Background: an optimization exercise with open tools, aiming at small area, a short achievable clock period and few clock cycles. Do not read the settings as production practice. In this exercise RTL edits were held to simulation tests only and were not proved equivalent to the original. Power and IR drop assume default switching activity.

build 58:
// isotp_receive_reassembler
module isotp_receive_reassembler #(
	parameter int MAX_MESSAGE_BYTES = 64
) (
	input  logic       clk,
	input  logic       arst_n,
	input  logic       in_valid,
	output logic       in_ready,
	input  logic [1:0] op,
	input  logic [3:0] dlc,
	input  logic [7:0] byte_0,
	input  logic [7:0] byte_1,
	input  logic [7:0] byte_2,
	input  logic [7:0] byte_3,
	input  logic [7:0] byte_4,
	input  logic [7:0] byte_5,
	input  logic [7:0] byte_6,
	input  logic [7:0] byte_7,
	output logic       out_valid,
	input  logic       out_ready,
	output logic [1:0] kind,
	output logic [7:0] data_byte,
	output logic [5:0] byte_index,
	output logic [6:0] msg_length,
	output logic [2:0] error_code,
	output logic       last
);
Settings: LEC_CHECK=0, CAP_MARGIN=20, CORE_MARGIN=2, CORE_UTILIZATION=40, CTS_CLUSTER_DIAMETER=100, CTS_CLUSTER_SIZE=30, SETUP_SLACK_MARGIN=4.4, SLEW_MARGIN=20; clock period 7.0 ns.
run.sh (not shown) runs the stock make flow with config.mk's settings and CLKGATE_MAP_FILE= SYNTH_SCRIPT=/design/flow/synth_recipe.tcl, a recipe that flattens the netlist after the stock synthesis.
Build 58 reached the final stage; the timing, DRC and antenna checks on its layout passed.
Testbench counts of build 58, summed over its fixed seeds: cycles 16,083.
diff inputs: build 58 => build 77
# build 58
export LEC_CHECK = 0
export CAP_MARGIN = 20
export CORE_MARGIN = 2
export CORE_UTILIZATION = 40
export CTS_CLUSTER_DIAMETER = 100
export CTS_CLUSTER_SIZE = 30
export SETUP_SLACK_MARGIN = 4.4
export SLEW_MARGIN = 20
create_clock -name core_clock -period 7.0 [get_ports {clk}]
# build 77
export LEC_CHECK = 0
export CAP_MARGIN = 20
export CORE_MARGIN = 2
export CORE_UTILIZATION = 40
export SETUP_SLACK_MARGIN = 4.6
export SLEW_MARGIN = 20
create_clock -name core_clock -period 7.0 [get_ports {clk}]
--- outcome ---
Every run in the comparison, build 77 and build 58, completed the flow with a clean layout.
In the flow results for build 77 and build 58, the met2 track utilization from global routing is smaller on build 58.
Of build 77 and build 58, build 77 shows the higher normalized max-slew margin, with build 58 below it.
Compared with build 58, build 77 shows a higher net count reported at finish.
Input changes introduced in build 26 (baseline for comparison: build 77):
# build 77
export LEC_CHECK = 0
export CAP_MARGIN = 20
export CORE_MARGIN = 2
export CORE_UTILIZATION = 40
export SETUP_SLACK_MARGIN = 4.6
export SLEW_MARGIN = 20
create_clock -name core_clock -period 7.0 [get_ports {clk}]
# build 26
export LEC_CHECK = 0
export CAP_MARGIN = 20
export CORE_MARGIN = 2
export CORE_UTILIZATION = 60
export CTS_CLUSTER_DIAMETER = 100
export CTS_CLUSTER_SIZE = 30
export SETUP_SLACK_MARGIN = 4.4
export SLEW_MARGIN = 20
create_clock -name core_clock -period 7.0 [get_ports {clk}]
- On minimum clock period: build 26 sits below build 77.
- Final hold slack (higher): build 26
- On part of the cycle the worst path needs, build 77 and build 26 are basically level.
- Final non-filler cell area is higher on build 77
- Taking build 77 over build 26, the clock power ratio works out to 2.0.
- Density: build 26 denser than build 77
- Compared with build 77, build 26 shows count of clock-net buffers in the final layout that has gone down by more than a quarter.
- Relative to build 77, the placed cell area of build 26 is lower by 1.4%.
- Between build 77 and build 26, the flow reports filler cell count in the final layout decreasing by more than a quarter.
Setup changes, build 26 to build 71
# build 26
export LEC_CHECK = 0
export CAP_MARGIN = 20
export CORE_MARGIN = 2
export CORE_UTILIZATION = 60
export CTS_CLUSTER_DIAMETER = 100
export CTS_CLUSTER_SIZE = 30
export SETUP_SLACK_MARGIN = 4.4
export SLEW_MARGIN = 20
create_clock -name core_clock -period 7.0 [get_ports {clk}]
# build 71
export LEC_CHECK = 0
export ABC_AREA = 1
export CAP_MARGIN = 20
export CORE_MARGIN = 2
export CORE_UTILIZATION = 40
export SETUP_SLACK_MARGIN = 4.4
export SLEW_MARGIN = 20
create_clock -name core_clock -period 7.0 [get_ports {clk}]
[summary]
- Against build 26, register-to-register slack in build 71 came out better.
- Cmp build 26 and build 71 / clock buffer count from CTS / lower: build 26
- Number of diodes added for antenna fixing was lower in the run labelled build 26.
- Looking only at number of fill cells, and setting everything else aside, the lower value of build 26 and build 71 goes to build 26.
- Build 71 ended up with a higher post-synthesis compound-gate area fraction than build 26 did.
- Ratio of final minimum period to clock period was higher in build 71 than in build 26.
- Relative to build 26, the number of tapcells measured on build 71 has increased by more than half.
- Post-route minimum period: build 71 vs build 26 up 33 ps
- Post-synth net total for build 71: about 55% up relative to build 26
- NOTE non-clock buffer count in the final layout build 26->build 71 decreased by a few percent
- Diff build 26 -> build 71 | power | up by more than 10%

* * *

Starting RTL as in the previous note.
Design isotp_receive_reassembler, start of the top module:
module isotp_receive_reassembler #(
	parameter int MAX_MESSAGE_BYTES = 64
) (
	input  logic       clk,
	input  logic       arst_n,
	input  logic       in_valid,
	output logic       in_ready,
	input  logic [1:0] op,
	input  logic [3:0] dlc,
	input  logic [7:0] byte_0,
	input  logic [7:0] byte_1,
	input  logic [7:0] byte_2,
	input  logic [7:0] byte_3,
	input  logic [7:0] byte_4,
	input  logic [7:0] byte_5,
	input  logic [7:0] byte_6,
	input  logic [7:0] byte_7,
	output logic       out_valid,
	input  logic       out_ready,
	output logic [1:0] kind,
	output logic [7:0] data_byte,
	output logic [5:0] byte_index,
	output logic [6:0] msg_length,
	output logic [2:0] error_code,
	output logic       last
);
	logic       in_ready_q;
	logic       armed_q, multi_q;
	logic [3:0] seq_q;
	logic [6:0] total_q;
	logic [5:0] rem_q;       
	logic [3:0] ck_q;        
	logic [6:0] ach_q;       
	logic       v0_q, v1_q;  
	logic [8:0] qe0_q, qe1_q;
	logic       ov_q;
	logic [1:0] kind_q;
	logic [7:0] data_q;
	logic [5:0] idx_q;
	logic [6:0] len_q;
	logic [2:0] code_q;
	logic       last_q;
	logic       active_q;    
	logic [5:0] r_q;         
	logic [511:0] st;        
	logic       acc, proc, ibv_q, ok_q;
	logic [1:0] ib_op;
	logic [3:0] ib_dlc;
	logic [7:0] ib_byte_0, ib_byte_1, ib_byte_2, ib_byte_3;
	logic [7:0] ib_byte_4, ib_byte_5, ib_byte_6, ib_byte_7;
	assign acc  = in_valid && in_ready_q;
	assign proc = ibv_q && ok_q;
	always_ff @(posedge clk) begin
		if (acc) begin
			ib_op     <= op;
			ib_dlc    <= dlc;
			ib_byte_0 <= byte_0;
			ib_byte_1 <= byte_1;
			ib_byte_2 <= byte_2;
			ib_byte_3 <= byte_3;
			ib_byte_4 <= byte_4;
			ib_byte_5 <= byte_5;
			ib_byte_6 <= byte_6;
			ib_byte_7 <= byte_7;
		end
	end
	logic       frame;
	logic [3:0] pci, nib;
	logic       sf_ok, ff_ok, cf_seq_ok, cf_len_ok, cf_last;
	logic [2:0] copy;
	logic       sf_good, ff_good, cf_good, cf_mid, cf_end, seq_err;
	logic       push, push_stream;
	logic [8:0] push_e;
	assign pci   = ib_byte_0[7:4];
	assign nib   = ib_byte_0[3:0];
	assign frame = proc && ib_op == OP_FRAME && armed_q && ib_dlc != 4'd0;
	assign sf_ok     = nib != 4'd0 && !nib[3] && (ib_dlc[3] || nib < ib_dlc);
	assign ff_ok     = ib_dlc[3] && nib == 4'd0 && ib_byte_1 >= 8'd8 && ib_byte_1 <= 8'(MAX_MESSAGE_BYTES);
	assign cf_last   = rem_q[5:3] == 3'd0;
	assign copy      = cf_last ? rem_q[2:0] : 3'd7;
  ...
clock: 7.0 ns
lec_check: 0
cap_margin: 20
core_margin: 2
core_utilization: 40
cts_cluster_diameter: 100
cts_cluster_size: 26
setup_slack_margin: 4.4
slew_margin: 20
Testbench counts at the start, summed over its fixed seeds: cycles 16,083.
Edit:
- CTS_CLUSTER_DIAMETER: 100 -> unset
- CTS_CLUSTER_SIZE: 26 -> unset
- SETUP_SLACK_MARGIN: 4.4 -> 4.8
What happened:
- global-route usage grows by 2.4 points
- worst hold slack got worse by 0.0084 ns
- setup slack gets better by 0.014 ns
- sequential share of layout area is lower by 6.6 points
- non-clock buffer count is higher by 113

-- port drivers added, routing unchanged --
The flow's constraints put no driver on any port. The routed layouts listed below were extracted and timed again, unchanged, in two steps. Step 1 assumes that a clkbuf_16 drives the clock port and a buf_2 every other input. Step 2 also shifts input and output timing later by t, the mid clock arrival at the registers, as if the neighbouring blocks saw the same clock. Slacks: no drivers / after step 1 / after step 2; pairs: no drivers / after step 1.
run	t, ns	slack for setup (ns)	hold WS [ns]	worst setup path after step 2
build 58	0.657	4.310 / 4.250 / 3.845	0.523 / 0.523 / 0.523	input to register
build 77	0.664	4.324 / 4.264 / 3.967	0.452 / 0.452 / 0.452	input to register
build 26	0.651	4.334 / 4.275 / 3.823	0.527 / 0.527 / 0.527	input to register
build 71	0.668	4.301 / 4.239 / 3.823	0.480 / 0.480 / 0.480	input to register
the first run of note 2	0.676	4.315 / 4.256 / 3.800	0.524 / 0.524 / 0.524	input to register
the second run of note 2	0.671	4.329 / 4.270 / 3.861	0.515 / 0.515 / 0.515	input to register
After both steps setup and hold are still met in every run listed. The setup slack of the first run of note 2, which loses most, moves by -0.059 ns with the drivers and by -0.515 ns with both steps.
